Context: an optimization exercise on an open-source flow, tuned for small area and few clock cycles. The choices shown serve that exercise and are no tape-out recipe. In this exercise RTL edits were held to simulation tests only and were not proved equivalent to the original. No activity file was given, so power comes from the tool's default toggle rates. No driver is modelled on the clock port, so clocking that relies on it looks cheaper here than on a real chip.

==> run a: inputs <==
## bnn_rocc_accel
module bnn_rocc_accel (
  input  wire                        clk_i,
  input  wire                        rst_n_i,
  input  wire                        en_i,
  input  wire                        rocc_cmd_v_i,
  input  wire bnn_pkg::rocc_cmd_t    rocc_cmd_data_i,
  output logic                       rocc_cmd_ready_o,
  output logic                       rocc_resp_v_o,
  output bnn_pkg::rocc_resp_t        rocc_resp_data_o,
  input  wire                        rocc_resp_ready_i,
  output logic                       rocc_mem_req_v_o,
  output bnn_pkg::mem_req_t          rocc_mem_req_data_o,
  input  wire                        rocc_mem_req_ready_i,
  input  wire                        rocc_mem_resp_v_i,
  input  wire bnn_pkg::mem_resp_t    rocc_mem_resp_data_i,
  output bnn_pkg::ctrl_out_t         rocc_ctrl_o,
  input  wire                        manycore_req_val_i,
  input  wire [bnn_pkg::XLEN-1:0]    manycore_req_msg_i,
  output logic                       manycore_req_rdy_o
);
  localparam int XLEN  = bnn_pkg::XLEN;
  localparam int SUM_W = bnn_pkg::SUM_W;
  localparam int CNT_W = bnn_pkg::CNT_W;
  localparam int IDX_W = bnn_pkg::IDX_W;
  logic             dec_load, dec_comp, dec_mem, dec_big;
  logic [CNT_W-1:0] dec_cnt;
  assign dec_load = (rocc_cmd_data_i.inst_funct == bnn_pkg::FUNCT_LOAD_W);
  ...
Settings: LEC_CHECK=0, CAP_MARGIN=20, CORE_MARGIN=2, CORE_UTILIZATION=55, PLACE_DENSITY=0.75, SLEW_MARGIN=20; clock period 10.0 ns.
standard.sh (not shown) runs the stock make flow with config.mk's settings and CLKGATE_MAP_FILE= SYNTH_SCRIPT=/design/flow/synth_recipe.tcl, a recipe that flattens the netlist after the stock synthesis.
==> flow/flow/run.sh <==
#!/bin/bash
# The standard layout with these changes:
# - synthesis maps only the first full-adder layer of the popcount tree (module bnn_pop_stage)
#   to full-adder cells, in the canonicalize step (flow/canon.tcl), and leaves the rest of the
#   tree to abc (no ADDER_MAP_FILE), so it is mapped for delay as a whole; the registers are
#   the standard synthesis's, unchanged; the address incrementer (module bnn_addr_inc) is
#   mapped to half-adder cells in the same step;
# - the port buffers are the smallest plain buffer; the resizer upsizes them where needed;
# - the clock tree uses larger sink clusters and no dummy loads.
set -euo pipefail
here=$(pwd)
bash standard.sh ADDER_MAP_FILE= "SYNTH_CANONICALIZE_TCL=$here/flow/canon.tcl" \
  "BUFFER_PORTS_ARGS=-buffer_cell sky130_fd_sc_hd__buf_1" \
  "CTS_ARGS=-sink_clustering_enable -repair_clock_nets -sink_clustering_size 30 -sink_clustering_max_diameter 150 -dont_use_dummy_load" \
  finish > standard.log 2>&1
==> flow/flow/canon.tcl <==
# Canonicalize hook (SYNTH_CANONICALIZE_TCL): map the first popcount layer (module
# bnn_pop_stage) to full-adder cells; the rest of synthesis leaves full adders to abc.
yosys hierarchy -check -top $::env(DESIGN_NAME)
yosys select -module bnn_pop_stage
yosys proc
yosys opt -fast
yosys techmap
yosys opt -fast
yosys extract_fa
yosys techmap -map $::env(PLATFORM_DIR)/cells_adders_hd.v
yosys opt -fast -purge
yosys select -clear
# the address incrementer (module bnn_addr_inc) to half-adder cells
yosys select -module bnn_addr_inc
yosys proc
yosys opt -fast
yosys techmap
yosys opt -fast
yosys extract_fa
yosys techmap -map $::env(PLATFORM_DIR)/cells_adders_hd.v
yosys opt -fast -purge
yosys select -clear
==> run b: changes against run a <==
--- a/flow/design.v
+++ b/flow/design.v
@@ -150,59 +150,16 @@
   assign st_o[38] = c36;
   assign st_o[39] = c38;
   assign st_o[40] = c40;
   assign st_o[41] = c42;
 endmodule
 `default_nettype wire
 `timescale 1ns/10ps
 `default_nettype none
-module bnn_addr_inc (
-  input  wire [63:0] addr_i,
-  input  wire        inc_i,
-  output logic [63:0] addr_o
-);
-  localparam int LO  = 3;
-  localparam int W   = 64 - LO;
-  localparam int BLK = 8;
-  localparam int NB  = (W + BLK - 1) / BLK;
-  logic [W-1:0] a;
-  logic [W:0]   c;
-  logic [NB:0]  bc;
-  logic [NB-1:0] ones;
-  assign a = addr_i[63:LO];
-  always_comb begin
-    for (int k = 0; k < NB; k++) begin
-      ones[k] = 1'b1;
-      for (int i = k * BLK; i < (k + 1) * BLK && i < W; i++) begin
-        ones[k] = ones[k] & a[i];
-      end
-    end
-  end
-  assign bc[0] = inc_i;
-  genvar k;
-  generate
-    for (k = 0; k < NB; k++) begin : g_blk
-      assign bc[k + 1] = bc[k] & ones[k];
-    end
-  endgenerate
-  always_comb begin
-    for (int i = 0; i < W; i++) begin
-      if (i % BLK == 0) begin
-        c[i] = bc[i / BLK];
-      end
-      addr_o[LO + i] = a[i] ^ c[i];
-      c[i + 1]       = a[i] & c[i];
-    end
-    addr_o[LO-1:0] = addr_i[LO-1:0];
-  end
-endmodule
-`default_nettype wire
-`timescale 1ns/10ps
-`default_nettype none
 module bnn_xnor_popcount (
   input  wire [63:0] act_i,
   input  wire [63:0] weight_i,
   input  wire [9:0]  acc_i,
   input  wire [9:0]  thr_i,
   output logic [9:0] sum_o,
   output logic       ge_o
 );
@@ -498,24 +455,18 @@
   always_comb begin
     rocc_mem_req_data_o.addr = req_addr;
     rocc_mem_req_data_o.tag  = {{(bnn_pkg::TAG_W - IDX_W){1'b0}},
                                 (cmd_fire ? {IDX_W{1'b0}} : iss_q[IDX_W-1:0])};
     rocc_mem_req_data_o.cmd  = bnn_pkg::MEM_CMD_LOAD;
     rocc_mem_req_data_o.typ  = bnn_pkg::MEM_TYP_D;
     rocc_mem_req_data_o.data = '0;
   end
-  logic [XLEN-1:0] next_addr;
-  bnn_addr_inc i_bnn_addr_inc (
-    .addr_i (req_addr),
-    .inc_i  (req_fire),
-    .addr_o (next_addr)
-  );
   always_ff @(posedge clk_i) begin
-    addr_q <= next_addr;
+    addr_q <= req_addr + (req_fire ? bnn_pkg::WORD_BYTES : '0);
   end
   logic [XLEN-1:0]  w_q [bnn_pkg::BUF_DEPTH];
   logic [IDX_W-1:0] beat_idx;
   logic [XLEN-1:0]  beat_data;
   logic [XLEN-1:0]  w_rd;
   assign beat_idx  = rocc_mem_resp_data_i.tag[IDX_W-1:0];
   assign beat_data = rocc_mem_resp_data_i.data;
   assign w_rd      = w_q[beat_idx];
==> flow/flow/run.sh (replaced) <==
#!/bin/bash
# The standard layout with these changes:
# - synthesis maps only the first full-adder layer of the popcount tree (module bnn_pop_stage)
#   to full-adder cells, in the canonicalize step (flow/canon.tcl), and leaves the rest of the
#   tree to abc (no ADDER_MAP_FILE), so it is mapped for delay as a whole; the registers are
#   the standard synthesis's, unchanged;
# - the port buffers are the smallest plain buffer; the resizer upsizes them where needed;
# - the clock tree uses larger sink clusters and no dummy loads.
set -euo pipefail
here=$(pwd)
bash standard.sh ADDER_MAP_FILE= "SYNTH_CANONICALIZE_TCL=$here/flow/canon.tcl" \
  "BUFFER_PORTS_ARGS=-buffer_cell sky130_fd_sc_hd__buf_1" \
  "CTS_ARGS=-sink_clustering_enable -repair_clock_nets -sink_clustering_size 30 -sink_clustering_max_diameter 150 -dont_use_dummy_load" \
  finish > standard.log 2>&1
==> flow/flow/canon.tcl (replaced) <==
# Canonicalize hook (SYNTH_CANONICALIZE_TCL): map the first popcount layer (module
# bnn_pop_stage) to full-adder cells; the rest of synthesis leaves full adders to abc.
yosys hierarchy -check -top $::env(DESIGN_NAME)
yosys select -module bnn_pop_stage
yosys proc
yosys opt -fast
yosys techmap
yosys opt -fast
yosys extract_fa
yosys techmap -map $::env(PLATFORM_DIR)/cells_adders_hd.v
yosys opt -fast -purge
yosys select -clear
CAP_MARGIN = 5   (was 20)
CORE_UTILIZATION = 40   (was 55)
PLACE_DENSITY = default   (was 0.75)
SLEW_MARGIN = 5   (was 20)
==> notes.md <==
item                                                                               run b                     run a
Max Fclk                                                                       0.103 GHz                 0.103 GHz
Final Core Density                                                                 44.7%                     61.2%
XOR/XNOR share of the synthesized area                                             7.76%                     6.00%
Net count, final                                                                    2689                      2702
Run status                                                       complete, no violations   complete, no violations
Multi-input gate share of total cell area                                          29.5%                     30.2%
Pre-CTS setup slack                                                            -0.225 ns                -0.0763 ns
Worst rel slew slack                                                               27.0%                     28.1%
Post-synthesis compound-gate area fraction                                         9.56%                     9.86%
Area share of the leading cell type in the synthesized netlist                     56.9%                     57.1%
Register-to-Register Setup Slack                                                 4.80 ns                   4.25 ns
Share of cells above drive strength 1                                              6.78%                     7.07%
Adder and majority cell fraction of the synthesized area                           3.04%                     5.37%
Final HPWL from detailed placement                                               46.0 mm                   43.7 mm
Flip-flop and latch share of the layout cell area                                  57.6%                     58.5%
Leakage power                                                                  0.0100 uW                 0.0104 uW
First element of the critical path                              rocc_mem_resp_data_i[65]  rocc_mem_resp_data_i[67]
Power attributed to combinational cells                                          4650 uW                   5640 uW
Crit path time final                                                             9.68 ns                   9.75 ns
Placed cell areas                                                            0.0298 mm^2               0.0292 mm^2
Testbench counts of run a, summed over its fixed seeds: cycles 14,970.
Testbench counts of run b, summed over its fixed seeds: cycles 14,970.

==> inputs of 10-24 <==
bnn_rocc_accel with an RTL version that a note above also has.
==> flow/config.mk <==
export PLATFORM = sky130hd
export DESIGN_NAME = bnn_rocc_accel
export DESIGN_NICKNAME = bnn_rocc_accel
export VERILOG_FILES = /design/flow/design.v
export SDC_FILE = /design/flow/constraint.sdc
export NUM_CORES = 4
export LEC_CHECK = 0
export CAP_MARGIN = 20
export CORE_MARGIN = 2
export CORE_UTILIZATION = 40
export GPL_TIMING_DRIVEN = 0
export SLEW_MARGIN = 20
==> flow/constraint.sdc <==
create_clock -name core_clock -period 10.0 [get_ports {clk_i}]
set_input_delay 2.0000 -clock core_clock [delete_from_list [all_inputs] [get_ports {clk_i}]]
set_output_delay 2.0000 -clock core_clock [all_outputs]
set_load 0.01 [all_outputs]
==> flow/flow/run.sh <==
#!/bin/bash
# The standard layout with these changes:
# - synthesis maps only the first full-adder layer of the popcount tree (module bnn_pop_stage)
#   to full-adder cells, in the canonicalize step (flow/canon.tcl), and leaves the rest of the
#   tree to abc (no ADDER_MAP_FILE), so it is mapped for delay as a whole; the registers are
#   the standard synthesis's, unchanged;
# - the port buffers are the smallest plain buffer; the resizer upsizes them where needed;
# - the clock tree uses larger sink clusters and no dummy loads.
set -euo pipefail
here=$(pwd)
bash standard.sh ADDER_MAP_FILE= "SYNTH_CANONICALIZE_TCL=$here/flow/canon.tcl" \
  "BUFFER_PORTS_ARGS=-buffer_cell sky130_fd_sc_hd__buf_1" \
  "CTS_ARGS=-sink_clustering_enable -repair_clock_nets -sink_clustering_size 30 -sink_clustering_max_diameter 150 -dont_use_dummy_load" \
  finish > standard.log 2>&1
==> flow/flow/canon.tcl <==
# Canonicalize hook (SYNTH_CANONICALIZE_TCL): map the first popcount layer (module
# bnn_pop_stage) to full-adder cells; the rest of synthesis leaves full adders to abc.
yosys hierarchy -check -top $::env(DESIGN_NAME)
yosys select -module bnn_pop_stage
yosys proc
yosys opt -fast
yosys techmap
yosys opt -fast
yosys extract_fa
yosys techmap -map $::env(PLATFORM_DIR)/cells_adders_hd.v
yosys opt -fast -purge
yosys select -clear
==> 07-16 (differences from 10-24) <==
Settings changed: CORE_UTILIZATION 40 to 55, GPL_TIMING_DRIVEN 0 to not set, PLACE_DENSITY set to 0.75.
==> summary of the runs <==
10-24 ran to the end with no violations. 07-16 passed the timing, design-rule and antenna checks. In flip-flop and latch count, 10-24 and 07-16 do not differ. Sequential power is about the same in 10-24 and 07-16. In 07-16 the register-to-register slack is higher than in 10-24, by 0.03 ns. Of 10-24 and 07-16, 10-24 has the higher cell count (gap 14%, measured against 07-16). Between 10-24 and 07-16, the lower via count is in 07-16 (gap 5.1%, measured against 07-16). Sequential share of layout area: 07-16 is higher than 10-24 (3.9 points). Of 07-16 and 10-24, 10-24 has the higher cell area (gap 6.6%, measured against 10-24). Against 07-16, the die area of 10-24 is higher by about 37%. Of 10-24 and 07-16, 07-16 has the higher combinational power (gap about 4%, measured against 07-16).
==> figures <==
	07-16	10-24
Tapcell count	664	882
Global-route wire length before repair	98500 um	116000 um
LEAKAGE	9.98 nW	11.2 nW
Reg-to-reg critical path startpoint	w_q[1][42]$_DFFE_PP_	rem_q[1]$_SDFFE_PN0P_
Cell area after placement	29400 um2	31000 um2
Fmax achieved	103 MHz	102 MHz
Outcome	no timing/DRC/antenna violations	no timing/DRC/antenna violations
Die Height	227 um	266 um
Clk pwr share	13.0%	13.6%
Layout-to-synthesis area ratio	1.099x	1.177x
Post-layout power	8.82 mW	8.64 mW
Crit path largest cell delay	0.54 ns	0.50 ns
M3 GR Usage	4.61%	4.16%
Share of final layout cell area taken by clock buffers and inverters	1.99%	1.86%
Clock network latency to the later pin of the worst-skew pair	0.62 ns	0.61 ns
Final period demand of the worst path	9.76 ns	9.77 ns
Data buffer area share	6.38%	11.1%
Final Non-Filler Cells	3032	3443
Chip Width	227 um	266 um
Testbench counts of 10-24, summed over its fixed seeds: cycles 14,970.
Testbench counts of 07-16, summed over its fixed seeds: cycles 14,970.

==> inputs of v37 <==
Another version of the RTL of bnn_rocc_accel (not shown whole).
==> flow/config.mk <==
export PLATFORM = sky130hd
export DESIGN_NAME = bnn_rocc_accel
export DESIGN_NICKNAME = bnn_rocc_accel
export VERILOG_FILES = /design/flow/design.v
export SDC_FILE = /design/flow/constraint.sdc
export NUM_CORES = 4
export LEC_CHECK = 0
export CAP_MARGIN = 20
export CORE_MARGIN = 2
export CORE_UTILIZATION = 40
export SLEW_MARGIN = 20
==> flow/constraint.sdc <==
create_clock -name core_clock -period 10.0 [get_ports {clk_i}]
set_input_delay 2.0000 -clock core_clock [delete_from_list [all_inputs] [get_ports {clk_i}]]
set_output_delay 2.0000 -clock core_clock [all_outputs]
set_load 0.01 [all_outputs]
==> flow/flow/run.sh <==
#!/bin/bash
# The standard layout with four changes:
# - synthesis leaves full adders to abc (no ADDER_MAP_FILE), so the popcount tree is mapped
#   for delay as a whole; the registers are the standard synthesis's, unchanged;
# - the port buffers are the smallest plain buffer; the resizer upsizes them where needed;
# - the clock tree uses larger sink clusters and no dummy loads;
# - after global routing, gates off the critical paths are downsized (RECOVER_POWER).
set -euo pipefail
bash standard.sh ADDER_MAP_FILE= "BUFFER_PORTS_ARGS=-buffer_cell sky130_fd_sc_hd__buf_1" \
  "CTS_ARGS=-sink_clustering_enable -repair_clock_nets -sink_clustering_size 30 -sink_clustering_max_diameter 150 -dont_use_dummy_load" \
  RECOVER_POWER=100 \
  finish > standard.log 2>&1
==> v18 (differences from v37) <==
==> flow/flow/run.sh (replaced) <==
#!/bin/bash
# The standard layout with two changes:
# - synthesis leaves full adders to abc (no ADDER_MAP_FILE), so the popcount tree is mapped
#   for delay as a whole; the registers are the standard synthesis's, unchanged;
# - the port buffers are the smallest plain buffer; the resizer upsizes them where needed.
set -euo pipefail
bash standard.sh ADDER_MAP_FILE= "BUFFER_PORTS_ARGS=-buffer_cell sky130_fd_sc_hd__buf_1" finish > standard.log 2>&1
Settings changed: CORE_UTILIZATION 40 to 60.
==> v29 (differences from v37) <==
==> flow/flow/run.sh (replaced) <==
#!/bin/bash
# The standard layout with two changes:
# - synthesis leaves full adders to abc (no ADDER_MAP_FILE), so the popcount tree is mapped
#   for delay as a whole; the registers are the standard synthesis's, unchanged;
# - the port buffers are the smallest plain buffer; the resizer upsizes them where needed.
set -euo pipefail
bash standard.sh ADDER_MAP_FILE= "BUFFER_PORTS_ARGS=-buffer_cell sky130_fd_sc_hd__buf_1" finish > standard.log 2>&1
==> summary of the runs <==
- v18 produced a clean layout. v37 reached the layout checks and failed them: capacitance limit, slew limit. v29 completed with no timing, DRC or antenna violations.
- Die area is the same in v37 and v29.
- Power, lowest first: v37, v18, v29.
- Clock-buffer cell count: v29 is higher than v37 (60).
- Combinational power: v37 is lower than v29 (about 1%).
- In synthesized area, v18 and v37 do not differ.
Testbench counts of v37, summed over its fixed seeds: cycles 14,970.
Testbench counts of v18, summed over its fixed seeds: cycles 14,970.
Testbench counts of v29, summed over its fixed seeds: cycles 14,970.

==> separate check: timing with driven ports <==
How much do the figures lean on ideal ports? The routed layouts below were timed once more, with nothing changed but the port constraints. Step 1 assumes that a clkbuf_16 drives the clock port and a buf_2 every other input. Step 2 also shifts input and output timing later by t, the mid clock arrival at the registers, as if the neighbouring blocks saw the same clock. Three values: no drivers, after step 1, after step 2; two values: the first two.
run	t (ns)	setup WS [ns]	worst setup path at the end	latest minus earliest clock arrival (ns)	pins driven straight from the clock port
run a	0.624	0.252 / 0.168 / 0.168	input to output	0.031 / 0.030	1
run b	0.651	0.317 / 0.241 / 0.241	input to output	0.064 / 0.064	1
10-24	0.648	0.231 / 0.178 / 0.178	input to output	0.053 / 0.052	1
07-16	0.637	0.245 / 0.224 / 0.224	input to output	0.085 / 0.085	1
v37	0.636	0.257 / 0.165 / 0.165	input to output	0.084 / 0.084	1
v18	0.663	0.212 / 0.186 / 0.186	input to output	0.047 / 0.047	1
v29	0.647	0.303 / 0.211 / 0.211	input to output	0.042 / 0.042	1
